This design comes from an exercise in tuning for small area, a short achievable clock period and few clock cycles on the open sky130 flow, not from production work.
Function was not checked in any run shown here: the RTL went through the layout flow alone.

## flow/design.v (module list and top-level ports; edited modules follow where they fit)
// module iter_heaps: 2960 lines
// module iter_merge: 467 lines
// module scan_lane: 198 lines
// module view_control: 38 lines
// module fb_write_arbiter: 80 lines
// module mandel_render_top: 106 lines
module mandel_render_top #(
	parameter int SCREEN_W = 64,
	parameter int SCREEN_H = 48,
	parameter int MAX_ITER = 256,
	parameter int NUM_LANES = 2,
	parameter fixed_point_pkg::fixed_t BASE_STEP = 27'sd393216,
	parameter int ZOOM_MAX = 8
) (
	input  logic clk,
	input  logic reset,
	input  logic zoom_in_i,
	input  logic zoom_out_i,
	input  logic pan_left_i,
	input  logic pan_right_i,
	input  logic pan_up_i,
	input  logic pan_down_i,
	output logic psel_o,
	output logic penable_o,
	output logic pwrite_o,
	output logic [18:0] paddr_o,
	output logic [7:0] pwdata_o,
	input  logic pready_i,
	output logic frame_done_o
);
  // ...
==> flow/run.sh <==
#!/bin/bash
# synth_recipe.tcl (not shown) runs the flow's synth.tcl, then flattens the netlist and writes it again
# the make line also repeats each setting of config.mk as NAME=value (left out here)
make -C /OpenROAD-flow-scripts/flow DESIGN_CONFIG=/design/flow/config.mk WORK_HOME=/design/flow/orfs CLKGATE_MAP_FILE= SYNTH_SCRIPT=/design/flow/synth_recipe.tcl finish
==> flow/config.mk <==
export PLATFORM = sky130hd
export DESIGN_NAME = mandel_render_top
export DESIGN_NICKNAME = mandel_render_top
export VERILOG_FILES = /design/flow/design.v
export SDC_FILE = /design/flow/constraint.sdc
export NUM_CORES = 4
export LEC_CHECK = 0
export CAP_MARGIN = 60
export CORE_MARGIN = 2
export CORE_UTILIZATION = 40
export SLEW_MARGIN = 60
==> flow/constraint.sdc <==
create_clock -name core_clock -period 15.0 [get_ports {clk}]
set_input_delay 3.0000 -clock core_clock [delete_from_list [all_inputs] [get_ports {clk}]]
set_output_delay 3.0000 -clock core_clock [all_outputs]
set_load 0.01 [all_outputs]
==> run summary, run 1 <==
- The xor and xnor fraction of the mapped netlist area is 7.44%.
- The number of optimization iterations in the first detailed-route pass is 8.
- The number of ordinary and repair buffers in the finished layout is 177.
- Counting stages on the worst path, the most repeated cell is fa_1.
- After clock tree synthesis, the clock-pin slew on the worst setup and hold paths is 0.07 ns.
- The critical path launch point is cmd_q[3].
- After global routing, the most crowded layer is met2.
- The met2 usage in global routing is 38.3%.
- The later pin in the worst-skew pair is clocked with a latency of 0.78 ns.
- The setup skew after layout is 0.0849 ns.
- The largest net degree at the start of global routing is 82.
- For this run the aggregate overflow at the end of global routing stands at 0.
- STA puts the critical path data required time at 15.65 ns.
- After synthesis, the share of cell area in mux cells is 1.96%.
- The synthesized design spends more area on one cell type than any other, namely fa_1.
- Once detail routing completed, the nets flagged for antenna violations numbered 0.
- Of the total synthesized cell area, the portion taken by AND, OR, NAND and NOR gates is 10.8%.
- In the final layout, the registers with the most flip-flops are scan_lane_i.s0_sv: 52 flops, scan_lane_i.s1_sv: 52 flops, scan_lane_i.s1_p0: 49 flops.
- After the first detailed-routing iteration, the DRC count stood at 4326.
- The die width is 409 um.
- The antenna cell count is 3.
- The area of combinational cells with multiple inputs is 42300 sq um.
- The count of inverters not on the clock network in the layout is 1253.
- The register cell area after layout is 17700 sq um.
- After detailed routing, the number of vias per cell comes to 5.28.
- The run finished with no timing, DRC or antenna violations.
- Yosys printed 4 warnings.
- Across the whole layout, multi-input logic makes up 58.4% of the cell area.
- By count the netlist is led by inv_1 (1228), fa_1 (933), dfxtp_1 (680).
- The critical path depth is 21.
- In this run the cell area of the synthesized design comes to 65500 sq um.
- The hold violation total from the final report was 0.
- The effective utilization at floorplan is 40.3%.
- The hold-fix buffer count after cts is 0.
==> run 2, diff against run 1 <==
--- a/flow/config.mk
+++ b/flow/config.mk
@@ -5,7 +5,7 @@
 export SDC_FILE = /design/flow/constraint.sdc
 export NUM_CORES = 4
 export LEC_CHECK = 0
-export CAP_MARGIN = 60
+export CAP_MARGIN = 80
 export CORE_MARGIN = 2
 export CORE_UTILIZATION = 40
-export SLEW_MARGIN = 60
+export SLEW_MARGIN = 80
==> run summary, run 2 <==
- The run finished with no timing, DRC or antenna violations.
- The post-route cell area is 77100 sq um.
- The mean area per synthesized cell is 9.60 sq um.
- Together, buffers and inverters on the worst path number 12.
- The overall track demand over capacity in global routing is 24.7%.
- By count the netlist is led by inv_1 (1228), fa_1 (933), dfxtp_1 (680).
- Max-cap violations in this run came to 0.
- Counting the fill cells in the layout gives 15100.
- The cell area after technology mapping is 65500 sq um (unchanged).
- The largest incremental delay on the critical path is 0.57 ns.
- The largest registers in the layout are scan_lane_i.s0_sv: 52 flops, scan_lane_i.s1_sv: 52 flops, scan_lane_i.s1_p0: 49 flops.
- In this run the worst path has a maximum fanout of 24.
- The worst setup path is launched from a register.
- The register-to-register path setup slack is 8.16 ns.
- The largest net degree at the start of global routing is 39 (-52%).
- Buffers placed on the I/O ports in this run total 32.
- The data required time of the critical path is 15.59 ns (-0.06 ns).
- The share of the yosys chip area belonging to registers is 26.9%.
- The routability congestion estimate is 0.918.
- The startpoint of the worst-slack reg-to-reg timing path is cmd_q[2].
- Synthesis produced 6816 cells.
- Measured along the y axis, the die boundary spans 409 um.
- The setup skew after layout is 0.0787 ns (-0.00626 ns).
- The initial antenna violation count came to 8.
- In this run the critical register-to-register path is captured at scan_lane_i.s1_p0[25].
- The total congestion overflow after global routing is 0 (unchanged).
- The CTS tree is done.
- After floorplanning, the core was divided into 148 placement rows.
- The library cell with the largest summed area after synthesis is fa_1.
- The post-route DRC violation count is 0.
- The number of global-route vias before repair came to 50600.
- The die covers 167000 sq um.
- In this run the cell area measured after placement is 73100 sq um.
- The count of routing violations after the opening detailed-route iteration was 4351 (+0.58%).
- The net count of the finished layout is 8246.
- The non-filler instance count after layout is 9228.
- The number of buffers inserted to repair setup after CTS is 0.
- The wire length of the first global-routing pass is 312000 um.
- The worst hold path begins at scan_lane_i.s1_sv[45].
- The cell with the most instances after synthesis is inv_1.
- The fraction of synthesized area in multiplexers is 1.96% (unchanged).
- The number of buffers added by the clock tree synthesis step is 94.
- The compound-cell area share of the yosys netlist is 8.57%.
- The core region is 163000 sq um.
- The critical path goes through or4_4 > nor4_4 > buf_1 > buf_1 > buf_1 > buf_8 > buf_12 > buf_12 > nand2_1 > nand2_2 > inv_2 > buf_8 > buf_12 > o22ai_1 > xnor2_1 > fa_1 > inv_1 > fa_1 > inv_1 > fa_1 > fa_1 > fa_1 > inv_1 > fa_1.
- The number of optimization iterations in the first detailed-route pass was 6 (-2).
- Yosys mapped a number of flops with a built-in enable equal to 134.
- The final period demand of the worst path is 6.84 ns.
- The count of cells along the worst register-to-register path is 24.
- In the layout the commonest cells are inv_1 (1222), fa_1 (932), dfxtp_1 (613).
- The count of yosys warnings during synthesis was 4 (unchanged).
- Of the total synthesized cell area, the portion taken by full adders, half adders and majority gates is 34.8%.
- The final count of negative-setup-slack endpoints is 0.
- CTS saw 814 sinks.
- The most used flip-flop cell after synthesis is dfxtp_1.
- The number of cells upsized or downsized after cts is 0.
- Static timing analysis puts the maximum clock frequency at 146 MHz.
- The effective utilization at floorplan is 40.3% (unchanged).
- The count of pins on the block boundary is 40.
- The maximum buffer depth of the clock tree is 3.
- The worst hold path belongs to the class reg -> reg.
- Dividing the detail-routed wire length by the instance count gives 22.4 um.
- The type of the worst setup path is reg -> reg.
- The share of the clock period used by the worst path is 45.6%.
- The area of combinational cells with multiple inputs is 44000 sq um (+4.0%).
- Including well taps, the total number of placed cells is 9036.
- The root buffer cell chosen for the clock tree is clkbuf_16.
- The hold-fix buffer count after cts was 0 (unchanged).
- The die width came to 409 um (unchanged).
- After synthesis, the largest family of logic cells by area is adder cells.
- The capture endpoint of the worst hold path is scan_lane_i.s0_sv[45].
- The register cell area after layout is 17800 sq um (+0.72%).
- The xor and xnor fraction of the mapped netlist area is 7.44% (unchanged).
- The ratio of routed vias to standard cells was 5.30 (+0.45%).
- The fraction of the mapped netlist area in simple logic gates is 10.8% (unchanged).
- Summed over all failing endpoints, the final setup total negative slack is 0 ns.
- The post-route netlist has 13.6% of its cells at a drive strength greater than 1.
- The synthesized netlist contains 88 unique library cells.
- The H-tree was split into 3 levels.
- The count of vias placed by the detailed router is 48900.
- The worst hold path passes through 0 cells.
- Summed over all nets, the half-perimeter wirelength after detailed placement is 161000 um.
- The category of cells accounting for the largest share of critical-path delay is adder cells.
- The type of element capturing the critical path is a register.
- Setup repair after global routing left no endpoint under its margin.
- The cell occurring most often along the worst timing path is fa_1.
- Among all stages on the critical path, the largest delay is contributed by or4_4.
- The clock-pin slew on the worst setup and hold paths came to 0.06 ns (about the same).
- The final count of pins violating max slew was 0.
- Sorting the synthesized cells by area gives the leading types as fa_1 (29%), dfxtp_1 (21%), inv_1 (7.0%), ha_1 (6.3%), edfxtp_1 (6.1%).
- The source-to-sink clock delay at the later pin of the worst-skew pair came to 0.77 ns (about the same).
- The most frequent standard cell in the layout excluding fill and tap cells is inv_1.
- After detailed routing, the total wire length is 207000 um.
- For the worst setup path, the data arrival time is 7.44 ns.
- The share of synthesized area in the top cell type comes to 28.5%.
- The number of nets with antenna violations after routing is 0 (unchanged).
- Synthesis inferred 814 register bits.
- The hold violation total from the final report came to 0 (unchanged).
- The area growth from synthesis to layout is 17.8%.
- The async set-or-reset flop fraction in the synthesized netlist is 0%.
run 2: cell counts after synthesis:
Identical to the previous run, type by type.
run 2: cell families after synthesis:
kind of cell,after synthesis
adder cells (fa/ha/maj),1262
buffers and inverters,1608
AO/OA/AOI/OAI,880
flip-flops,814
multiplexers,125
AND/OR/NAND/NOR,1570
XOR/XNOR,556
other,1
run 2: routing by layer:
metal / up-vias / share of wire [%] / track usage [%]
met1: 24600 / 40 / 32.1
met3: 560 / 8.9 / 5.45
met2: 2135 / 45 / 38.8
met5: - / 0.0097 / 0
li1: 21600 / - / -
met4: 2 / 6.1 / 12.8
run 2: worst max path at each step:
stage,from,end,slack (ns),cells past startpoint
after floorplan,pready_i,fb_write_arbiter_i.t_addr[0],7.08,3
after global placement,cmd_q[0],scan_lane_i.s1_p0[25],7.90,19
after detailed placement,cmd_q[2],scan_lane_i.s1_p0[27],8.23,22
after CTS,cmd_q[2],scan_lane_i.s1_p0[25],8.20,24
after global routing,cmd_q[3],scan_lane_i.s1_p0[25],7.87,24
final,cmd_q[2],scan_lane_i.s1_p0[25],8.16,24
run 2: layout make-up:
cell class	count	share of cell area, %
clock inverter	39	0.729
inverter	1253	6.19
antenna	1	0.00325
multi-input combinational	4401	57.1
clock buffer	134	3.55
tap	2175	3.53
timing repair buffer	411	5.81
sequential	814	23.1
run 2: through the flow:
| step | setup WS, ns | util, % | hold WS (ns) |
|---|---|---|---|
| floorplan | 7.08 | - | 0.310 |
| global placement | 7.90 | 42.0 | 0.310 |
| detailed placement | 8.23 | 44.9 | 0.312 |
| CTS | 8.20 | 47.0 | 0.278 |
| global route | 7.87 | 47.4 | 0.293 |
| finish | 8.16 | 47.4 | 0.290 |
==> module scan_lane, before the edit <==
module scan_lane (
	input  logic clk,
	input  logic rst,
	input  logic restart_i,
	input  logic init_i,
	input  fixed_point_pkg::fixed_t step_i,
	input  fixed_point_pkg::fixed_t pan_re_i,
	input  fixed_point_pkg::fixed_t pan_im_i,
	output logic push_o,
	output render_pkg::pixel_addr_t addr_o,
	output render_pkg::color_t color_o,
	input  logic full_i,
	output logic idle_o
);
	localparam logic [1:0] ST_IDLE = 2'd0;
	localparam logic [1:0] ST_RUN = 2'd1;
	localparam logic [1:0] ST_WAIT = 2'd2;
	function automatic logic [25:0] booth_ctl(input fixed_point_pkg::fixed_t v);
		logic [12:0] one, two;
		logic lo;
		for (int k = 0; k < 13; k++) begin
			lo = (k == 0) ? 1'b0 : v[2 * k - 1];
			one[k] = v[2 * k] ^ lo;
			two[k] = !one[k] && (v[2 * k + 1] ^ v[2 * k]);
		end
		booth_ctl = {two, one};
	endfunction
	render_pkg::pixel_addr_t gen_addr;
	fixed_point_pkg::fixed_t gen_cr;
	fixed_point_pkg::fixed_t gen_ci;
	logic [25:0] gen_bc;
	logic gen_left;
	logic take;
	fixed_point_pkg::fixed_t row_re;
	fixed_point_pkg::fixed_t top_im;
	fixed_point_pkg::fixed_t next_ci;
	assign row_re = fixed_point_pkg::ORIGIN_RE + pan_re_i;
	assign top_im = fixed_point_pkg::ORIGIN_IM + pan_im_i;
	assign next_ci = gen_ci - step_i;
	always_ff @(posedge clk) begin
		if (rst || restart_i) begin
			gen_left <= 1'b0;
		end else if (init_i) begin
			gen_left <= 1'b1;
		end else if (take && gen_addr == 12'd3071) begin
			gen_left <= 1'b0;
		end
		if (init_i) begin
			gen_addr <= '0;
			gen_cr <= row_re;
			gen_ci <= top_im;
			gen_bc <= booth_ctl(top_im);
		end else if (take) begin
			gen_addr <= gen_addr + 1'b1;
			if (gen_addr[5:0] == 6'd63) begin
				gen_cr <= row_re;
				gen_ci <= next_ci;
				gen_bc <= booth_ctl(next_ci);
			end else begin
				gen_cr <= gen_cr + step_i;
			end
		end
	end
	logic [1:0] s0_st;
	fixed_point_pkg::fixed_t s0_zr, s0_zi, s0_cr, s0_ci;
	logic [25:0] s0_bc;
	render_pkg::iter_t s0_n;
	logic [51:0] s0_sv;
	render_pkg::pixel_addr_t s0_addr;
	logic load;
	logic [1:0] x_st;
	fixed_point_pkg::fixed_t x_zr, x_zi, x_cr, x_ci;
	logic [25:0] x_bc;
	render_pkg::iter_t x_n;
	logic [51:0] x_sv;
	render_pkg::pixel_addr_t x_addr;
	logic [51:0] x_zz;
	logic [49:0] a0, a1, b0, b1;
	logic [48:0] p0, p1;
	function automatic logic in_range(input fixed_point_pkg::fixed_t v);
		in_range = (v[26:24] == 3'b000) || (v[26:24] == 3'b111) ||
			(v == 27'sh1000000);
	endfunction
	assign load = (s0_st == ST_IDLE) && gen_left && !restart_i && !init_i;
	assign take = load;
	always_comb begin
		if (load) begin
			x_st = ST_RUN;
			x_zr = gen_cr;
			x_zi = gen_ci;
			x_bc = gen_bc;
			x_cr = gen_cr;
			x_ci = gen_ci;
			x_n = 9'd1;
			x_sv = {gen_cr[25:0], gen_ci[25:0]};
			x_addr = gen_addr;
		end else begin
			x_st = s0_st;
			x_zr = s0_zr;
			x_zi = s0_zi;
			x_bc = s0_bc;
			x_cr = s0_cr;
			x_ci = s0_ci;
			x_n = s0_n;
			x_sv = s0_sv;
			x_addr = s0_addr;
		end
	end
	assign x_zz = {x_zr[25:0], x_zi[25:0]};
	iter_heaps iter_heaps_i (
		.zr(x_zr[25:0]),
		.zi(x_zi[25:0]),
		.bone(x_bc[12:0]),
		.btwo(x_bc[25:13]),
		.cim(x_ci[26:1]),
		.a0(a0), .a1(a1),
		.b0(b0), .b1(b1),
		.p0(p0), .p1(p1)
	);
	logic [1:0] s1_st;
	fixed_point_pkg::fixed_t s1_cr, s1_ci;
	render_pkg::iter_t s1_n;
	logic [51:0] s1_sv;
	render_pkg::pixel_addr_t s1_addr;
	logic s1_rng;
	logic s1_match;
	logic [49:0] s1_a0, s1_a1, s1_b0, s1_b1;
	logic [48:0] s1_p0, s1_p1;
	always_ff @(posedge clk) begin
		if (rst || restart_i)
			s1_st <= ST_IDLE;
		else
			s1_st <= x_st;
		s1_cr <= x_cr;
		s1_ci <= x_ci;
		s1_n <= x_n;
		s1_addr <= x_addr;
		if (x_st == ST_RUN && x_n[3:0] == 4'd1)
			s1_sv <= x_zz;
		else
			s1_sv <= x_sv;
		s1_rng <= !(in_range(x_zr) && in_range(x_zi));
		s1_match <= (x_zz == x_sv) && (x_n != 9'd1);
		s1_a0 <= a0;
		s1_a1 <= a1;
		s1_b0 <= b0;
		s1_b1 <= b1;
		s1_p0 <= p0;
		s1_p1 <= p1;
	end
	logic [23:0] lo_a, lo_b, lo_p;
	logic [26:0] r0, r1, e0, e1, e_sum;
	fixed_point_pkg::fixed_t zr_new, zi_new;
	logic esc, fin;
	render_pkg::color_t fin_color;
	logic out_ready;
	assign lo_a = {1'b0, s1_a0[22:0]} + {1'b0, s1_a1[22:0]};
	assign lo_b = {1'b0, s1_b0[22:0]} + {1'b0, s1_b1[22:0]};
	assign lo_p = {1'b0, s1_p0[22:0]} + {1'b0, s1_p1[22:0]};
	iter_merge iter_merge_i (
		.a0(s1_a0[49:23]), .a1(s1_a1[49:23]),
		.b0(s1_b0[49:23]), .b1(s1_b1[49:23]),
		.ca(lo_a[23]), .cb(lo_b[23]),
		.cr(s1_cr),
		.r0(r0), .r1(r1),
		.e0(e0), .e1(e1)
	);
	assign zr_new = r0 + r1;
	assign zi_new = {s1_p0[48:23] + s1_p1[48:23] + 26'(lo_p[23]), s1_ci[0]};
	assign e_sum = e0 + e1;
	assign esc = s1_rng || !e_sum[26];
	assign fin = esc || s1_n[8] || s1_match;
	assign fin_color = (esc && !s1_n[8]) ? render_pkg::escape_color(s1_n) : 8'h00;
	assign out_ready = (s1_st == ST_WAIT) || (s1_st == ST_RUN && fin);
	assign push_o = out_ready && !full_i && !restart_i;
	assign addr_o = s1_addr;
	assign color_o = (s1_st == ST_WAIT) ? s1_sv[7:0] : fin_color;
	always_ff @(posedge clk) begin
		if (rst || restart_i) begin
			s0_st <= ST_IDLE;
		end else if (out_ready) begin
			s0_st <= full_i ? ST_WAIT : ST_IDLE;
		end else begin
			s0_st <= s1_st;
		end
		s0_zr <= zr_new;
		s0_zi <= zi_new;
		s0_bc <= booth_ctl(zi_new);
		s0_cr <= s1_cr;
		s0_ci <= s1_ci;
		s0_n <= s1_n + 1'b1;
		s0_sv <= s1_sv;
		if (s1_st == ST_RUN && fin)
			s0_sv[7:0] <= fin_color;
		s0_addr <= s1_addr;
	end
	assign idle_o = !gen_left && (s0_st == ST_IDLE) && (s1_st == ST_IDLE);
endmodule
==> module fb_write_arbiter, before the edit <==
module fb_write_arbiter (
	input  logic clk,
	input  logic reset,
	input  logic flush_i,
	input  logic stale_i,
	input  logic block_i,
	input  logic push_i,
	input  render_pkg::pixel_addr_t addr_i,
	input  render_pkg::color_t color_i,
	output logic full_o,
	output logic quiet_o,
	output logic psel_o,
	output logic penable_o,
	output render_pkg::pixel_addr_t paddr_o,
	output render_pkg::color_t pwdata_o,
	input  logic pready_i
);
	logic hv, tv;
	render_pkg::pixel_addr_t h_addr, t_addr;
	render_pkg::color_t h_color, t_color;
	logic idle_q;
	logic setup_q;
	logic bus_free;
	logic pop;
	logic start;
	assign full_o = hv && tv;
	assign quiet_o = !hv && idle_q;
	assign bus_free = idle_q || (!setup_q && pready_i);
	assign pop = hv && !stale_i && bus_free;
	assign start = pop && !block_i;
	always_ff @(posedge clk) begin
		if (flush_i) begin
			hv <= 1'b0;
			tv <= 1'b0;
		end else if (pop) begin
			hv <= tv || push_i;
			tv <= tv && push_i;
		end else begin
			hv <= hv || push_i;
			tv <= tv || (hv && push_i);
		end
		if (pop ? !tv : !hv) begin
			h_addr <= addr_i;
			h_color <= color_i;
		end else if (pop) begin
			h_addr <= t_addr;
			h_color <= t_color;
		end
		if (push_i && (pop ? tv : hv)) begin
			t_addr <= addr_i;
			t_color <= color_i;
		end
	end
	always_ff @(posedge clk) begin
		if (reset) begin
			psel_o <= 1'b0;
			penable_o <= 1'b0;
			idle_q <= 1'b1;
			setup_q <= 1'b0;
		end else if (start) begin
			psel_o <= 1'b1;
			penable_o <= 1'b0;
			idle_q <= 1'b0;
			setup_q <= 1'b1;
		end else if (setup_q) begin
			penable_o <= 1'b1;
			setup_q <= 1'b0;
		end else if (!idle_q && pready_i) begin
			psel_o <= 1'b0;
			penable_o <= 1'b0;
			idle_q <= 1'b1;
		end
	end
	always_ff @(posedge clk) begin
		if (bus_free) begin
			paddr_o <= h_addr;
			pwdata_o <= h_color;
		end
	end
endmodule
==> module mandel_render_top, before the edit <==
module mandel_render_top #(
	parameter int SCREEN_W = 64,
	parameter int SCREEN_H = 48,
	parameter int MAX_ITER = 256,
	parameter int NUM_LANES = 2,
	parameter fixed_point_pkg::fixed_t BASE_STEP = 27'sd393216,
	parameter int ZOOM_MAX = 8
) (
	input  logic clk,
	input  logic reset,
	input  logic zoom_in_i,
	input  logic zoom_out_i,
	input  logic pan_left_i,
	input  logic pan_right_i,
	input  logic pan_up_i,
	input  logic pan_down_i,
	output logic psel_o,
	output logic penable_o,
	output logic pwrite_o,
	output logic [18:0] paddr_o,
	output logic [7:0] pwdata_o,
	input  logic pready_i,
	output logic frame_done_o
);
	logic [5:0] cmd_raw;
	logic [5:0] cmd_q;
	logic any_cmd_q;
	logic rst_q;
	logic init_q;
	logic flush;
	logic block;
	fixed_point_pkg::fixed_t step;
	fixed_point_pkg::fixed_t pan_re;
	fixed_point_pkg::fixed_t pan_im;
	logic push;
	render_pkg::pixel_addr_t push_addr;
	render_pkg::color_t push_color;
	logic buf_full;
	logic bus_quiet;
	logic engine_idle;
	render_pkg::pixel_addr_t paddr;
	logic complete;
	assign cmd_raw = {zoom_in_i, zoom_out_i, pan_left_i, pan_right_i, pan_up_i, pan_down_i};
	always_ff @(posedge clk) begin
		rst_q <= reset;
		if (reset) begin
			cmd_q <= '0;
			init_q <= 1'b0;
		end else begin
			cmd_q <= cmd_raw;
			init_q <= rst_q || (|cmd_q);
		end
	end
	assign any_cmd_q = |cmd_q;
	assign flush = rst_q || any_cmd_q;
	assign block = |cmd_raw;
	view_control view_control_i (
		.clk(clk),
		.rst(rst_q),
		.cmd_i(cmd_q),
		.step_o(step),
		.pan_re_o(pan_re),
		.pan_im_o(pan_im)
	);
	scan_lane scan_lane_i (
		.clk(clk),
		.rst(rst_q),
		.restart_i(any_cmd_q),
		.init_i(init_q),
		.step_i(step),
		.pan_re_i(pan_re),
		.pan_im_i(pan_im),
		.push_o(push),
		.addr_o(push_addr),
		.color_o(push_color),
		.full_i(buf_full),
		.idle_o(engine_idle)
	);
	fb_write_arbiter fb_write_arbiter_i (
		.clk(clk),
		.reset(reset),
		.flush_i(flush),
		.stale_i(flush),
		.block_i(block),
		.push_i(push),
		.addr_i(push_addr),
		.color_i(push_color),
		.full_o(buf_full),
		.quiet_o(bus_quiet),
		.psel_o(psel_o),
		.penable_o(penable_o),
		.paddr_o(paddr),
		.pwdata_o(pwdata_o),
		.pready_i(pready_i)
	);
	assign pwrite_o = psel_o;
	assign paddr_o = {7'd0, paddr};
	assign complete = engine_idle && bus_quiet &&
		!init_q && !any_cmd_q && !rst_q;
	always_ff @(posedge clk) begin
		if (reset)
			frame_done_o <= 1'b0;
		else
			frame_done_o <= complete;
	end
endmodule
==> run 3, diff against run 2 <==
--- a/flow/design.v
+++ b/flow/design.v
@@ -3463,12 +3463,10 @@
 	output logic push_o,
 	output render_pkg::pixel_addr_t addr_o,
 	output render_pkg::color_t color_o,
-	input  logic full_i,
+	input  logic credit_i,
+	output logic take_o,
 	output logic idle_o
 );
-	localparam logic [1:0] ST_IDLE = 2'd0;
-	localparam logic [1:0] ST_RUN = 2'd1;
-	localparam logic [1:0] ST_WAIT = 2'd2;
 	function automatic logic [25:0] booth_ctl(input fixed_point_pkg::fixed_t v);
 		logic [12:0] one, two;
 		logic lo;
@@ -3515,14 +3513,14 @@
 			end
 		end
 	end
-	logic [1:0] s0_st;
+	logic s0_run;
 	fixed_point_pkg::fixed_t s0_zr, s0_zi, s0_cr, s0_ci;
 	logic [25:0] s0_bc;
 	render_pkg::iter_t s0_n;
 	logic [51:0] s0_sv;
 	render_pkg::pixel_addr_t s0_addr;
 	logic load;
-	logic [1:0] x_st;
+	logic x_run;
 	fixed_point_pkg::fixed_t x_zr, x_zi, x_cr, x_ci;
 	logic [25:0] x_bc;
 	render_pkg::iter_t x_n;
@@ -3535,11 +3533,12 @@
 		in_range = (v[26:24] == 3'b000) || (v[26:24] == 3'b111) ||
 			(v == 27'sh1000000);
 	endfunction
-	assign load = (s0_st == ST_IDLE) && gen_left && !restart_i && !init_i;
-	assign take = load;
+	assign load = !s0_run && gen_left && credit_i;
+	assign take = load && !restart_i;
+	assign take_o = take;
 	always_comb begin
 		if (load) begin
-			x_st = ST_RUN;
+			x_run = 1'b1;
 			x_zr = gen_cr;
 			x_zi = gen_ci;
 			x_bc = gen_bc;
@@ -3549,7 +3548,7 @@
 			x_sv = {gen_cr[25:0], gen_ci[25:0]};
 			x_addr = gen_addr;
 		end else begin
-			x_st = s0_st;
+			x_run = s0_run;
 			x_zr = s0_zr;
 			x_zi = s0_zi;
 			x_bc = s0_bc;
@@ -3571,7 +3570,7 @@
 		.b0(b0), .b1(b1),
 		.p0(p0), .p1(p1)
 	);
-	logic [1:0] s1_st;
+	logic s1_run;
 	fixed_point_pkg::fixed_t s1_cr, s1_ci;
 	render_pkg::iter_t s1_n;
 	logic [51:0] s1_sv;
@@ -3582,14 +3581,14 @@
 	logic [48:0] s1_p0, s1_p1;
 	always_ff @(posedge clk) begin
 		if (rst || restart_i)
-			s1_st <= ST_IDLE;
+			s1_run <= 1'b0;
 		else
-			s1_st <= x_st;
+			s1_run <= x_run;
 		s1_cr <= x_cr;
 		s1_ci <= x_ci;
 		s1_n <= x_n;
 		s1_addr <= x_addr;
-		if (x_st == ST_RUN && x_n[3:0] == 4'd1)
+		if (x_n[3:0] == 4'd1)
 			s1_sv <= x_zz;
 		else
 			s1_sv <= x_sv;
@@ -3607,7 +3606,6 @@
 	fixed_point_pkg::fixed_t zr_new, zi_new;
 	logic esc, fin;
 	render_pkg::color_t fin_color;
-	logic out_ready;
 	assign lo_a = {1'b0, s1_a0[22:0]} + {1'b0, s1_a1[22:0]};
 	assign lo_b = {1'b0, s1_b0[22:0]} + {1'b0, s1_b1[22:0]};
 	assign lo_p = {1'b0, s1_p0[22:0]} + {1'b0, s1_p1[22:0]};
@@ -3625,18 +3623,14 @@
 	assign esc = s1_rng || !e_sum[26];
 	assign fin = esc || s1_n[8] || s1_match;
 	assign fin_color = (esc && !s1_n[8]) ? render_pkg::escape_color(s1_n) : 8'h00;
-	assign out_ready = (s1_st == ST_WAIT) || (s1_st == ST_RUN && fin);
-	assign push_o = out_ready && !full_i && !restart_i;
+	assign push_o = s1_run && fin && !restart_i;
 	assign addr_o = s1_addr;
-	assign color_o = (s1_st == ST_WAIT) ? s1_sv[7:0] : fin_color;
+	assign color_o = fin_color;
 	always_ff @(posedge clk) begin
-		if (rst || restart_i) begin
-			s0_st <= ST_IDLE;
-		end else if (out_ready) begin
-			s0_st <= full_i ? ST_WAIT : ST_IDLE;
-		end else begin
-			s0_st <= s1_st;
-		end
+		if (rst || restart_i)
+			s0_run <= 1'b0;
+		else
+			s0_run <= s1_run && !fin;
 		s0_zr <= zr_new;
 		s0_zi <= zi_new;
 		s0_bc <= booth_ctl(zi_new);
@@ -3644,11 +3638,9 @@
 		s0_ci <= s1_ci;
 		s0_n <= s1_n + 1'b1;
 		s0_sv <= s1_sv;
-		if (s1_st == ST_RUN && fin)
-			s0_sv[7:0] <= fin_color;
 		s0_addr <= s1_addr;
 	end
-	assign idle_o = !gen_left && (s0_st == ST_IDLE) && (s1_st == ST_IDLE);
+	assign idle_o = !gen_left && !s0_run && !s1_run;
 endmodule
 `timescale 1ns/100ps
 module view_control (
@@ -3690,16 +3682,18 @@
 	end
 endmodule
 `timescale 1ns/100ps
-module fb_write_arbiter (
+module fb_write_arbiter #(
+	parameter int DEPTH = 4
+) (
 	input  logic clk,
 	input  logic reset,
 	input  logic flush_i,
-	input  logic stale_i,
 	input  logic block_i,
+	input  logic take_i,
 	input  logic push_i,
 	input  render_pkg::pixel_addr_t addr_i,
 	input  render_pkg::color_t color_i,
-	output logic full_o,
+	output logic credit_o,
 	output logic quiet_o,
 	output logic psel_o,
 	output logic penable_o,
@@ -3707,40 +3701,44 @@
 	output render_pkg::color_t pwdata_o,
 	input  logic pready_i
 );
-	logic hv, tv;
-	render_pkg::pixel_addr_t h_addr, t_addr;
-	render_pkg::color_t h_color, t_color;
+	localparam int AW = $clog2(DEPTH);
+	render_pkg::pixel_addr_t addr_q [DEPTH];
+	render_pkg::color_t color_q [DEPTH];
+	logic [AW-1:0] rd_q;
+	logic [AW-1:0] wr_q;
+	logic [DEPTH-1:0] valid_q;
+	logic [AW:0] credits_q;
 	logic idle_q;
 	logic setup_q;
 	logic bus_free;
 	logic pop;
 	logic start;
-	assign full_o = hv && tv;
-	assign quiet_o = !hv && idle_q;
+	assign credit_o = (credits_q != '0);
+	assign quiet_o = !valid_q[rd_q] && idle_q;
 	assign bus_free = idle_q || (!setup_q && pready_i);
-	assign pop = hv && !stale_i && bus_free;
+	assign pop = valid_q[rd_q] && !flush_i && bus_free;
 	assign start = pop && !block_i;
 	always_ff @(posedge clk) begin
 		if (flush_i) begin
-			hv <= 1'b0;
-			tv <= 1'b0;
-		end else if (pop) begin
-			hv <= tv || push_i;
-			tv <= tv && push_i;
+			rd_q <= '0;
+			wr_q <= '0;
+			valid_q <= '0;
+			credits_q <= (AW+1)'(DEPTH);
 		end else begin
-			hv <= hv || push_i;
-			tv <= tv || (hv && push_i);
-		end
-		if (pop ? !tv : !hv) begin
-			h_addr <= addr_i;
-			h_color <= color_i;
-		end else if (pop) begin
-			h_addr <= t_addr;
-			h_color <= t_color;
-		end
-		if (push_i && (pop ? tv : hv)) begin
-			t_addr <= addr_i;
-			t_color <= color_i;
+			if (push_i) begin
+				addr_q[wr_q] <= addr_i;
+				color_q[wr_q] <= color_i;
+				wr_q <= wr_q + 1'b1;
+			end
+			if (pop)
+				rd_q <= rd_q + 1'b1;
+			for (int k = 0; k < DEPTH; k++) begin
+				if (push_i && wr_q == AW'(k))
+					valid_q[k] <= 1'b1;
+				else if (pop && rd_q == AW'(k))
+					valid_q[k] <= 1'b0;
+			end
+			credits_q <= credits_q - (AW+1)'(take_i) + (AW+1)'(pop);
 		end
 	end
 	always_ff @(posedge clk) begin
@@ -3765,8 +3763,8 @@
 	end
 	always_ff @(posedge clk) begin
 		if (bus_free) begin
-			paddr_o <= h_addr;
-			pwdata_o <= h_color;
+			paddr_o <= addr_q[rd_q];
+			pwdata_o <= color_q[rd_q];
 		end
 	end
 endmodule
@@ -3808,7 +3806,8 @@
 	logic push;
 	render_pkg::pixel_addr_t push_addr;
 	render_pkg::color_t push_color;
-	logic buf_full;
+	logic credit;
+	logic take;
 	logic bus_quiet;
 	logic engine_idle;
 	render_pkg::pixel_addr_t paddr;
@@ -3846,19 +3845,20 @@
 		.push_o(push),
 		.addr_o(push_addr),
 		.color_o(push_color),
-		.full_i(buf_full),
+		.credit_i(credit),
+		.take_o(take),
 		.idle_o(engine_idle)
 	);
 	fb_write_arbiter fb_write_arbiter_i (
 		.clk(clk),
 		.reset(reset),
 		.flush_i(flush),
-		.stale_i(flush),
 		.block_i(block),
+		.take_i(take),
 		.push_i(push),
 		.addr_i(push_addr),
 		.color_i(push_color),
-		.full_o(buf_full),
+		.credit_o(credit),
 		.quiet_o(bus_quiet),
 		.psel_o(psel_o),
 		.penable_o(penable_o),
==> run summary, run 3 <==
- The max-cap check violation count is 0 (unchanged).
- The share of the core filled with cells is 47.0% (-0.40 points).
- The count of vias placed by the detailed router was 49600 (+1.4%).
- The initial antenna violation count is 13 (+5).
- The largest total area in the synthesized netlist belongs to fa_1.
- The number of H-tree levels was 3 (unchanged).
- The count of yosys warnings during synthesis is 4 (unchanged).
- The total congestion overflow after global routing is 0 (unchanged).
- The routability congestion estimate came to 0.909 (-0.95%).
- The hold-fix buffer count after cts is 0 (unchanged).
- The post-route DRC violation count was 0 (unchanged).
- Leaving out fill and tap cells, the most frequent cell in the layout is inv_1.
- In the final layout, the registers with the most flip-flops are scan_lane_i.s0_sv: 52 flops, scan_lane_i.s1_sv: 52 flops, scan_lane_i.s1_p0: 49 flops.
- The data required time of the critical path is 15.60 ns (about the same).
- The upper clock frequency limit is 167 MHz (+14%).
- The most used flip-flop cell after synthesis is dfxtp_1.
- In this run the worst hold path is classified as reg -> reg.
- The effective utilization at floorplan is 40.3% (about the same).
- The overall track demand over capacity in global routing is 24.5% (-0.22 points).
- The commonest cells after synthesis are inv_1 (1230), fa_1 (934), dfxtp_1 (687).
- The share of the clock period used by the worst path is 39.9% (-5.8 points).
- The mean area per synthesized cell is 9.83 sq um (+2.4%).
- The register bit total from synthesis came to 861 (+5.8%).
- The number of buffers added by the clock tree synthesis step is 97 (+3.2%).
- The number of enable flip-flop cells after synthesis came to 174 (+30%).
- The final net count is 8215 (-0.38%).
- STA classifies the critical path startpoint as a register.
- The die width came to 414 um (+1.3%).
- The area of the die is 171000 sq um (+2.7%).
- The standard cell core area was 167000 sq um (+2.7%).
- The number of rows created at floorplan was 150 (+1.4%).
- The share of the synthesized area in the top cell type is 27.8% (-0.73 points).
- The share of layout cells above drive strength 1 was 13.3% (-0.25 points).
- The cell at the root of the clock tree is clkbuf_16.
- Leaving out fill and tap cells, the most frequent cells in the layout are inv_1 (1218), fa_1 (932), dfxtp_1 (628).
- The async set-or-reset flop fraction in the synthesized netlist came to 0% (unchanged).
- The HPWL reported at the end of detailed placement came to 157000 um (-2.3%).
- The final count of negative-setup-slack endpoints is 0 (unchanged).
- The signal arrival time at the worst endpoint came to 6.58 ns (-0.86 ns).
- The port buffer count came to 32 (unchanged).
- The final wirelength is 209000 um (+1.1%).
- The worst hold slack is 0.287 ns (-0.00289 ns).
- The register-to-register path setup slack is 9.02 ns (+0.87 ns).
- The average wire per cell in the routed design is 22.6 um (+1.1%).
- The count of pins on the block boundary is 40 (unchanged).
- The count of routing violations after the opening detailed-route iteration is 4858 (+12%).
- The number of buffers inserted to repair setup after CTS is 0 (unchanged).
- The share of the yosys chip area belonging to registers is 28.2% (+1.3 points).
- The number of cells upsized or downsized after cts is 0 (unchanged).
- By instance count, the leading cell after synthesis is inv_1.
- By area the synthesized netlist is led by fa_1 (28%), dfxtp_1 (20%), edfxtp_1 (7.8%), inv_1 (6.9%), ha_1 (6.3%).
- The number of global-route vias before repair is 51100 (+0.90%).
- The number of instances in the synthesized netlist came to 6837 (+0.31%).
- The cell area after technology mapping was 67200 sq um (+2.7%).
- The final count of pins violating max slew is 0 (unchanged).
- The final period demand of the worst path is 5.98 ns (-0.865 ns).
- The type of the worst setup path is reg -> reg.
- TritonCTS built the clock tree.
- Setup repair after global routing left no endpoint under its margin.
- The number of distinct library cells after synthesis is 94 (+6.8%).
- The highest fanout seen on the critical path is 35 (+46%).
- The run finished with no timing, DRC or antenna violations.
- The ratio of routed vias to standard cells came to 5.38 (+1.5%).
- The worst setup path is captured at a register.
- The total negative setup slack is 0 ns (unchanged).
- The source-to-sink clock delay at the later pin of the worst-skew pair was 0.76 ns (about the same).
- The die span in y is 414 um (+1.3%).
- The largest net degree at the start of global routing was 39 (unchanged).
- The number of optimization iterations in the first detailed-route pass is 6 (unchanged).
- The wire length of the first global-routing pass is 315000 um (+1.0%).
- The maximum buffer depth of the clock tree was 3 (unchanged).
- The number of sinks driven by the clock tree is 861 (+5.8%).
- The clock-pin slew on the worst setup and hold paths is 0.07 ns (about the same).
- The number of nets with antenna violations after routing came to 0 (unchanged).
- The hold violation total from the final report was 0 (unchanged).
- The area added between synthesis and finish is 16.8%.
- The setup skew after layout came to 0.0852 ns (+0.00650 ns).
==> run 3: cell count changes after synthesis, moves of 31 or more <==
cell / previous run / this run
and3_1: 24 / 106
edfxtp_1: 134 / 174
buf_2: 72 / 126
o21ai_1: 45 / 14
and2_1: 137 / 70
clkbuf_1: 226 / 165
a21o_1: 38 / 88
==> run 3: cell families after synthesis <==
kind of cell	Yosys count	share of synthesized area, %
other	1	0.00558
adder cells (fa/ha/maj)	1273	34.1
AO/OA/AOI/OAI	848	8.11
multiplexers	116	2.17
flip-flops	861	28.2
XOR/XNOR	583	7.69
AND/OR/NAND/NOR	1536	10.2
buffers and inverters	1619	9.48
==> run 3: path summary, 6_finish.rpt <==
kind / from / endpoint / cells past startpoint
max: fb_write_arbiter_i.credits_q[1] / scan_lane_i.s1_p0[27] / 18
min: scan_lane_i.s1_sv[43] / scan_lane_i.s0_sv[43] / 0
max reg2reg: fb_write_arbiter_i.credits_q[1] / scan_lane_i.s1_p0[27] / 18
min reg2reg: scan_lane_i.s1_sv[43] / scan_lane_i.s0_sv[43] / 0
==> run 3: area by class of cell <==
type	instances	area, sq um
well taps	2204	2760
repair buffers	363	4160
multi-input cells	4364	44200
flip-flops and latches	861	19100
clock buffers	129	2790
inverters	1246	4740
fillers	15500	88500
diodes	4	10.0
clock inverters	54	768
==> run 3: routing by layer <==
metal  wire [um]  track usage (%)
met1       85200             32.9
met3       20500             5.64
met5          28                0
met2       91500             37.3
met4       11600             11.9
==> run 3: worst max-delay path: stages, from the launching register on <==
cell	delay [ns]
dfxtp_1	0.36
o31ai_4	0.33
nor2_4	0.06
buf_2	0.18
buf_12	0.18
buf_12	0.19
and2_2	0.30
a21oi_4	0.13
buf_6	0.27
inv_2	0.18
buf_8	0.23
xnor2_1	0.28
fa_1	0.49
fa_1	0.61
fa_1	0.46
fa_1	0.52
fa_1	0.54
inv_1	0.05
fa_1	0.43
==> run 3: stage by stage <==
step | setup WS, ns | area, sq um | instances
after global routing | 8.86 | 78500 | 9221
after floorplan | 9.80 | 67300 | 6844
after global placement | 7.65 | 69800 | 8818
after CTS | 9.04 | 77700 | 9200
final | 9.02 | 78500 | 9225
after detailed placement | 9.08 | 74100 | 9017
==> run 4, diff against run 3 <==
--- a/flow/config.mk
+++ b/flow/config.mk
@@ -7,5 +7,5 @@
 export LEC_CHECK = 0
 export CAP_MARGIN = 80
 export CORE_MARGIN = 2
-export CORE_UTILIZATION = 40
+export CORE_UTILIZATION = 65
 export SLEW_MARGIN = 80
==> run summary, run 4 <==
- Setup repair after global routing left no endpoint under its margin.
- STA classifies the critical path endpoint as a register.
- In the synthesized netlist, the cells that appear most often are inv_1 (1230), fa_1 (934), dfxtp_1 (687).
- The number of nets with antenna violations after routing came to 0 (unchanged).
- The count of routing violations after the opening detailed-route iteration is 5115 (+5.3%).
- The cell area after technology mapping is 67200 sq um (unchanged).
- The number of instances in the synthesized netlist came to 6837 (unchanged).
- The maximum buffer depth of the clock tree came to 3 (unchanged).
- In the final layout, the registers with the most flip-flops are scan_lane_i.s0_sv: 52 flops, scan_lane_i.s1_sv: 52 flops, scan_lane_i.s1_p0: 49 flops.
- The wire length of the first global-routing pass came to 319000 um (+1.2%).
- The hold-fix buffer count after cts came to 0 (unchanged).
- The final count of pins violating max slew is 0 (unchanged).
- Ranked by total cell area, the synthesized netlist is headed by fa_1 (28%), dfxtp_1 (20%), edfxtp_1 (7.8%), inv_1 (6.9%), ha_1 (6.3%).
- The number of rows created at floorplan is 117 (-22%).
- The die width is 326 um (-21%).
- The count of vias placed by the detailed router came to 50200 (+1.2%).
- In the layout the commonest cells are inv_1 (1215), fa_1 (934), dfxtp_1 (626).
- The source-to-sink clock delay at the later pin of the worst-skew pair is 0.71 ns (-0.05 ns).
- The share of the clock period used by the worst path came to 39.7% (-0.15 points).
- The effective utilization at floorplan is 65.8% (+26 points).
- The share of the synthesized area in the top cell type came to 27.8% (unchanged).
- The number of filler cells placed in the layout is 7118 (-54%).
- The post-route DRC violation count is 0 (unchanged).
- Relative to the synthesized area, the layout overhead comes to 15.1%.
- The mean area per synthesized cell is 9.83 sq um (unchanged).
- The upper clock frequency limit was 168 MHz (+0.38%).
- The highest fanout seen on the critical path is 5 (-86%).
- The worst setup path is of the reg -> reg kind.
- The total negative setup slack is 0 ns (unchanged).
- The final period demand of the worst path is 5.96 ns (-0.0227 ns).
- TritonCTS built the clock tree.
- The overall track demand over capacity in global routing is 40.2% (+16 points).
- The number of optimization iterations in the first detailed-route pass is 6 (unchanged).
- The final count of negative-setup-slack endpoints is 0 (unchanged).
- The worst hold slack is 0.319 ns (+0.0326 ns).
- The count of pins on the block boundary is 40 (unchanged).
- The data required time of the critical path is 15.60 ns (about the same).
- The biggest area contributor in the post-synthesis netlist is fa_1.
- The number of buffers inserted to repair setup after CTS is 0 (unchanged).
- The number of buffers added by the clock tree synthesis step is 95 (-2.1%).
- The HPWL reported at the end of detailed placement is 158000 um (+0.35%).
- The number of sinks driven by the clock tree is 861 (unchanged).
- The initial antenna violation count is 11 (-2).
- The category of the worst setup path launch point is a register.
- The final net count was 8175 (-0.49%).
- The cell at the root of the clock tree is clkbuf_16.
- The flow ran to the end and the layout has no timing, DRC or antenna violations.
- The setup skew after layout is 0.0554 ns (-0.0297 ns).
- In the synthesized netlist the dominant register cell turns out to be dfxtp_1.
- The average wire per cell in the routed design is 25.2 um (+11%).
- The ratio of routed vias to standard cells is 6.01 (+12%).
- The hold violation total from the final report is 0 (unchanged).
- The share of the yosys chip area belonging to registers is 28.2% (unchanged).
- The routability congestion estimate is 0.955 (+5.0%).
- The port buffer count is 32 (unchanged).
- The number of cells upsized or downsized after cts is 0 (unchanged).
- The non-filler instance count after layout is 8349 (-9.5%).
- The register bit total from synthesis came to 861 (unchanged).
- The cell with the most instances after synthesis is inv_1.
- The final wirelength is 210000 um (+0.76%).
- The number of enable flip-flop cells after synthesis is 174 (unchanged).
- The clock-pin slew on the worst setup and hold paths was 0.06 ns (about the same).
- The number of global-route vias before repair came to 52000 (+1.9%).
- The tightest min-delay check is of the reg -> reg type.
- The area of placed instances was 72800 sq um (-1.7%).
- The async set-or-reset flop fraction in the synthesized netlist is 0% (unchanged).
- The number of H-tree levels was 3 (unchanged).
- The largest net degree at the start of global routing is 40 (+2.6%).
- The max-cap check violation count came to 0 (unchanged).
- The signal arrival time at the worst endpoint is 6.55 ns (-0.03 ns).
- The count of yosys warnings during synthesis is 4 (unchanged).
- The number of placed instances, taps included is 8133 (-9.8%).
- The share of layout cells above drive strength 1 is 13.3% (-0.020 points).
- The standard cell core area is 102000 sq um (-39%).
- The total congestion overflow after global routing came to 0 (unchanged).
- The library cell used most frequently in the layout, excluding fill and tap cells, is inv_1.
- The post-route cell area is 77400 sq um (-1.5%).
- The number of distinct library cells after synthesis was 94 (unchanged).
- The die span in y is 326 um (-21%).
- The area of the die is 106000 sq um (-38%).
run 4: cell counts after synthesis:
Identical to the previous run, type by type.
run 4: cell type report:
cell class	count	area, sq um	share of cell area [%]
Inverter	1246	4750	6.14
Tap cell	1368	1710	2.21
Sequential cell	861	19100	24.7
Clock buffer	125	2740	3.55
Multi-Input combinational cell	4364	44300	57.2
Timing Repair Buffer	325	3980	5.15
Antenna cell	6	15.0	0.0194
Clock inverter	54	768	0.993
run 4: stage by stage:
stage	util, %	worst slack [ns]
2_1_floorplan	-	9.80
3_3_place_gp	67.2	7.96
3_5_place_dp	71.3	9.02
4_1_cts	74.7	8.97
5_1_grt	75.7	8.76
6_report	75.7	9.04
run 4: worst paths after layout:
path	from	slack (ns)	end	cells past startpoint
setup / recovery	scan_lane_i.s1_a1[4]	9.04	scan_lane_i.s0_zr[23]	26
hold / removal	scan_lane_i.s1_sv[15]	0.32	scan_lane_i.s0_sv[15]	0
setup reg to reg	scan_lane_i.s1_a1[4]	9.04	scan_lane_i.s0_zr[23]	26
hold reg to reg	scan_lane_i.s1_sv[15]	0.32	scan_lane_i.s0_sv[15]	0
run 4: metal layers:
layer	vias to the layer above	GRT usage, %	share of wire (%)
li1	21500	-	-
met1	25100	53.9	38
met2	2872	59.2	43
met3	719	10.2	11
met4	10	24.6	7.0
met5	-	0	0.032
run 4: cells by family (layout without fill, tap and decap cells):
family	count (synthesis)	after routing	synth area share (%)
other	1	14	0.00558
AO/OA/AOI/OAI	848	848	8.11
multiplexers	116	116	2.17
flip-flops	861	861	28.2
XOR/XNOR	583	583	7.69
adder cells (fa/ha/maj)	1273	1273	34.1
buffers and inverters	1619	1750	9.48
AND/OR/NAND/NOR	1536	1536	10.2
run 4: critical path, stage by stage (launching register included):
cell and delay (ns):
dfxtp_1 0.30, ha_1 0.28, a41o_1 0.18, a21o_1 0.18, a21o_1 0.18, a21o_1 0.17, a21oi_1 0.19, nor2b_1 0.06
o21ai_0 0.17, nand3b_1 0.15, a31o_2 0.31, fa_1 0.42, inv_1 0.09, fa_1 0.39, inv_1 0.11, ha_1 0.25
a21o_1 0.16, a21o_1 0.23, a211oi_4 0.34, o31ai_4 0.12, clkdlybuf4s15_2 0.27, a31o_4 0.33, a2111oi_4 0.32, buf_1 0.17
o21bai_1 0.09, a21oi_1 0.23, xnor2_2 0.16
==> run 5, diff against run 4 <==
==> flow/flow/run.sh (new file) <==
#!/bin/bash
# The standard layout (the standard.sh: standard synthesis, floorplan,
# placement, CTS, routing), with ORFS's timing repair asked for a setup
# margin of 10.5 ns: the clock, its 15 ns period and the I/O constraints are
# unchanged, repair just keeps going until paths are 10.5 ns inside them.
set -euo pipefail
export SETUP_SLACK_MARGIN=10.5
bash standard.sh > standard.log 2>&1
==> flow/standard.sh (new file) <==
#!/bin/bash
# synth_recipe.tcl (not shown) runs the flow's synth.tcl, then flattens the netlist and writes it again
# the make line also repeats each setting of config.mk as NAME=value (left out here)
make -C /OpenROAD-flow-scripts/flow DESIGN_CONFIG=/design/flow/config.mk WORK_HOME=/design/flow/orfs CLKGATE_MAP_FILE= SYNTH_SCRIPT=/design/flow/synth_recipe.tcl "${@:-finish}"
--- a/flow/config.mk
+++ b/flow/config.mk
@@ -7,5 +7,5 @@
 export LEC_CHECK = 0
 export CAP_MARGIN = 80
 export CORE_MARGIN = 2
-export CORE_UTILIZATION = 65
+export CORE_UTILIZATION = 40
 export SLEW_MARGIN = 80
removed: flow/run.sh
==> run summary, run 5 <==
- Setup repair after global routing could not meet its margin everywhere.
- The non-filler instance count after layout is 9734 (+17%).
- Summed over all instances, the cell type with the most area after synthesis is fa_1.
- The async set-or-reset flop fraction in the synthesized netlist is 0% (unchanged).
- The count of pins on the block boundary is 40 (unchanged).
- The largest incremental delay on the critical path came to 0.58 ns (+0.16 ns).
- The most common cell in the synthesized netlist is inv_1.
- The number of sinks driven by the clock tree was 861 (unchanged).
- The number of buffers added by the clock tree synthesis step is 98 (+3.2%).
- The share of the synthesized area in the top cell type was 27.8% (unchanged).
- The type of the worst setup path is reg -> reg.
- Leaving out fill and tap cells, the most frequent cells in the layout are inv_1 (1035), fa_1 (732), dfxtp_1 (617).
- The area of combinational cells with multiple inputs is 48200 sq um (+8.9%).
- The port buffer count is 32 (unchanged).
- The source-to-sink clock delay at the later pin of the worst-skew pair is 0.78 ns (+0.07 ns).
- The register bit total from synthesis came to 861 (unchanged).
- The setup skew after layout is 0.0489 ns (-0.00651 ns).
- The final period demand of the worst path is 5.48 ns (-0.474 ns).
- The number of placed instances, taps included came to 8980 (+10%).
- The standard cell core area is 167000 sq um (+63%).
- The wire length of the first global-routing pass is 355000 um (+12%).
- The share of layout cells above drive strength 1 is 30.3% (+17 points).
- The hold violation total from the final report came to 0 (unchanged).
- The total negative setup slack is 0 ns (unchanged).
- The max-cap check violation count is 0 (unchanged).
- The highest fanout seen on the critical path is 6 (+1).
- The routability congestion estimate is 0.939 (-1.7%).
- CTS placed an instance of clkbuf_16 at the clock tree root.
- The setup slack after layout was 9.52 ns (+0.474 ns).
- The area of the die is 171000 sq um (+62%).
- The compound-cell area share of the yosys netlist was 8.11% (unchanged).
- The largest net degree at the start of global routing is 49 (+23%).
- The maximum buffer depth of the clock tree is 3 (unchanged).
- The startpoint of the worst-slack reg-to-reg timing path is fb_write_arbiter_i.credits_q[0].
- The flow ran to the end and the layout has no timing, DRC or antenna violations.
- The upper clock frequency limit came to 182 MHz (+8.7%).
- In this run the most critical hold path is launched from scan_lane_i.s1_sv[26].
- The fraction of the mapped netlist area in simple logic gates came to 10.2% (unchanged).
- The data required time of the critical path is 15.69 ns (+0.09 ns).
- The buffers plus inverters on the worst setup path came to 13 (+9).
- The count of routing violations after the opening detailed-route iteration is 6453 (+26%).
- The die span in y is 414 um (+27%).
- Counting stages on the worst path, the most repeated cell is buf_12.
- The register-to-register path setup slack is 9.52 ns (+0.47 ns).
- The most used flip-flop cell after synthesis is dfxtp_1.
- The post-route DRC violation count is 0 (unchanged).
- The average wire per cell in the routed design was 25.8 um (+2.5%).
- The number of optimization iterations in the first detailed-route pass was 7 (+1).
- The cell family contributing the most delay on the critical path is adder cells.
- The count of vias placed by the detailed router came to 54400 (+8.4%).
- STA classifies the critical path startpoint as a register.
- The number of nets with antenna violations after routing came to 0 (unchanged).
- The number of filler cells placed in the layout is 13600 (+90%).
- The initial antenna violation count is 5 (-6).
- The type of element capturing the critical path is a register.
- The adder-cell share of the synthesized area is 34.1% (unchanged).
- The final net count is 8723 (+6.7%).
- The minimum setup slack after placement is 8.81 ns (-0.211 ns).
- The count of cells along the worst register-to-register path came to 24 (-7.7%).
- The number of H-tree levels is 3 (unchanged).
- The final wirelength is 251000 um (+20%).
- The number of enable flip-flop cells after synthesis came to 174 (unchanged).
- TritonCTS built the clock tree.
- The worst register-to-register path ends at scan_lane_i.s1_p0[22].
- The HPWL reported at the end of detailed placement is 157000 um (-0.17%).
- The count of yosys warnings during synthesis is 4 (unchanged).
- The worst hold path class is reg -> reg.
- The capture endpoint of the worst hold path is scan_lane_i.s0_sv[26].
- The share of the yosys chip area belonging to registers is 28.2% (unchanged).
- The die width came to 414 um (+27%).
- Relative to the synthesized area, the layout overhead comes to 33.6%.
- The clock-pin slew on the worst setup and hold paths was 0.06 ns (about the same).
- The worst hold path stage count was 0 (unchanged).
- The final count of negative-setup-slack endpoints is 0 (unchanged).
- The largest registers in the layout are scan_lane_i.s0_sv: 52 flops, scan_lane_i.s1_sv: 52 flops, scan_lane_i.s1_p0: 49 flops.
- After synthesis, the largest family of logic cells by area is adder cells.
- The register cell area after layout is 19100 sq um (about the same).
- Counting instances in the post-synthesis netlist gives the leading cell types as inv_1 (1230), fa_1 (934), dfxtp_1 (687).
- The worst hold slack is 0.310 ns (-0.00893 ns).
- The number of instances in the synthesized netlist was 6837 (unchanged).
- The number of rows created at floorplan is 150 (+28%).
- The signal arrival time at the worst endpoint is 6.18 ns (-0.37 ns).
- The mean area per synthesized cell is 9.83 sq um (unchanged).
- The total congestion overflow after global routing is 0 (unchanged).
- The library cell used most frequently in the layout, excluding fill and tap cells, is inv_1.
- The number of global-route vias before repair is 55700 (+7.2%).
- The number of distinct library cells after synthesis is 94 (unchanged).
- After synthesis, the cell types taking the most area are fa_1 (28%), dfxtp_1 (20%), edfxtp_1 (7.8%), inv_1 (6.9%), ha_1 (6.3%).
- The share of the clock period used by the worst path is 36.5% (-3.2 points).
- The ratio of routed vias to standard cells came to 5.59 (-7.1%).
- The fraction of synthesized area in multiplexers is 2.17% (unchanged).
- The cell area after technology mapping is 67200 sq um (unchanged).
- The critical path goes through o31ai_4 > buf_4 > nand2b_4 > buf_12 > buf_12 > buf_12 > buf_12 > buf_6 > buf_8 > buf_6 > nand2_4 > and2_4 > buf_12 > buf_16 > buf_16 > buf_6 > o22ai_4 > xor2_2 > fa_1 > fa_1 > fa_1 > fa_1 > inv_2 > fa_2.
- The overall track demand over capacity in global routing is 28.2% (-12 points).
- On the critical path, the stage with the largest delay is an instance of fa_1.
- The effective utilization at floorplan is 40.3% (-26 points).
- The final count of pins violating max slew was 0 (unchanged).
- The xor and xnor fraction of the mapped netlist area is 7.69% (unchanged).
-- run 5: cell counts after synthesis --
Identical to the previous run, type by type.
-- run 5: stage by stage --
stage | cell area [sq um] | util [%]
finish | 89800 | 53.8
global route | 89800 | 53.8
CTS | 86000 | 51.5
detailed placement | 74400 | 44.5
global placement | 70000 | 41.9
floorplan | 68100 | -
-- run 5: logic make-up after synthesis --
| logic type | after synthesis |
|---|---|
| xor+xnor | 583 |
| other cells | 1 |
| mux | 116 |
| fa+ha+maj | 1273 |
| simple gates | 1536 |
| flops | 861 |
| buf+inv | 1619 |
| compound gates | 848 |
-- run 5: final cells by class --
type | count | area share [%]
inverters | 1246 | 5.45
clock inverters | 47 | 0.371
well taps | 2204 | 3.07
multi-input cells | 4365 | 53.7
clock buffers | 134 | 3.19
flip-flops and latches | 861 | 21.3
repair buffers | 868 | 12.9
repair inverters | 1 | 0.00975
diodes | 8 | 0.0223
-- run 5: metal layers --
| metal | vias up | routed length [um] | track usage (%) | share of wire (%) |
|---|---|---|---|---|
| li1 | 22700 | - | - | - |
| met1 | 27000 | 91100 | 35.7 | 36 |
| met2 | 3496 | 104000 | 40.6 | 42 |
| met3 | 1231 | 34800 | 10.0 | 14 |
| met4 | 12 | 20800 | 18.0 | 8.3 |
| met5 | - | 261 | 0.362 | 0.10 |
-- run 5: how the worst max path moves through the flow --
stage,startpoint,to,depth (start not counted)
global route,fb_write_arbiter_i.credits_q[0],scan_lane_i.s1_p0[25],19
detailed placement,fb_write_arbiter_i.credits_q[1],scan_lane_i.s1_p0[30],22
CTS,fb_write_arbiter_i.credits_q[1],scan_lane_i.s1_p0[25],24
finish,fb_write_arbiter_i.credits_q[0],scan_lane_i.s1_p0[22],24
global placement,fb_write_arbiter_i.credits_q[1],scan_lane_i.s1_p0[27],17
floorplan,fb_write_arbiter_i.credits_q[0],scan_lane_i.s1_p0[28],19
-- run 5: repair_timing --
action	4_1_cts	5_1_grt
gates resized for setup	1053	461
hold buffers	0	0
cloned	57	4
endpoints found under the setup margin	381	363
pin swaps	508	346
buffers inserted	335	138

-- re-timing with driven ports --
In the flow no input, the clock included, has a driving cell. The finished layouts below were timed again as built, in two steps.
Step 1 (the two cells are an assumption about what drives the block):
set clk [get_ports {clk}]
set_driving_cell -lib_cell sky130_fd_sc_hd__clkbuf_16 $clk
set_driving_cell -lib_cell sky130_fd_sc_hd__buf_2 [delete_from_list [all_inputs] $clk]
Step 2 times the ports against the registers' clock, not the clock port: input delays grow and output delays shrink by t, the midpoint of the rising clock arrivals with the driver on.
a / b / c = ideal / step 1 / step 2; a / b = the first two.
run | t, ns | slack for setup (ns) | worst slew at a driven data input, ns
run 1 | 0.816 | 8.012 / 8.012 / 8.012 | 0.04
run 2 | 0.811 | 8.156 / 8.156 / 8.156 | 0.04
run 3 | 0.801 | 9.021 / 9.021 / 9.021 | 0.03
run 4 | 0.761 | 9.044 / 9.044 / 9.044 | 0.04
run 5 | 0.832 | 9.518 / 9.518 / 9.518 | 0.04
After both steps every run listed still meets setup and hold.
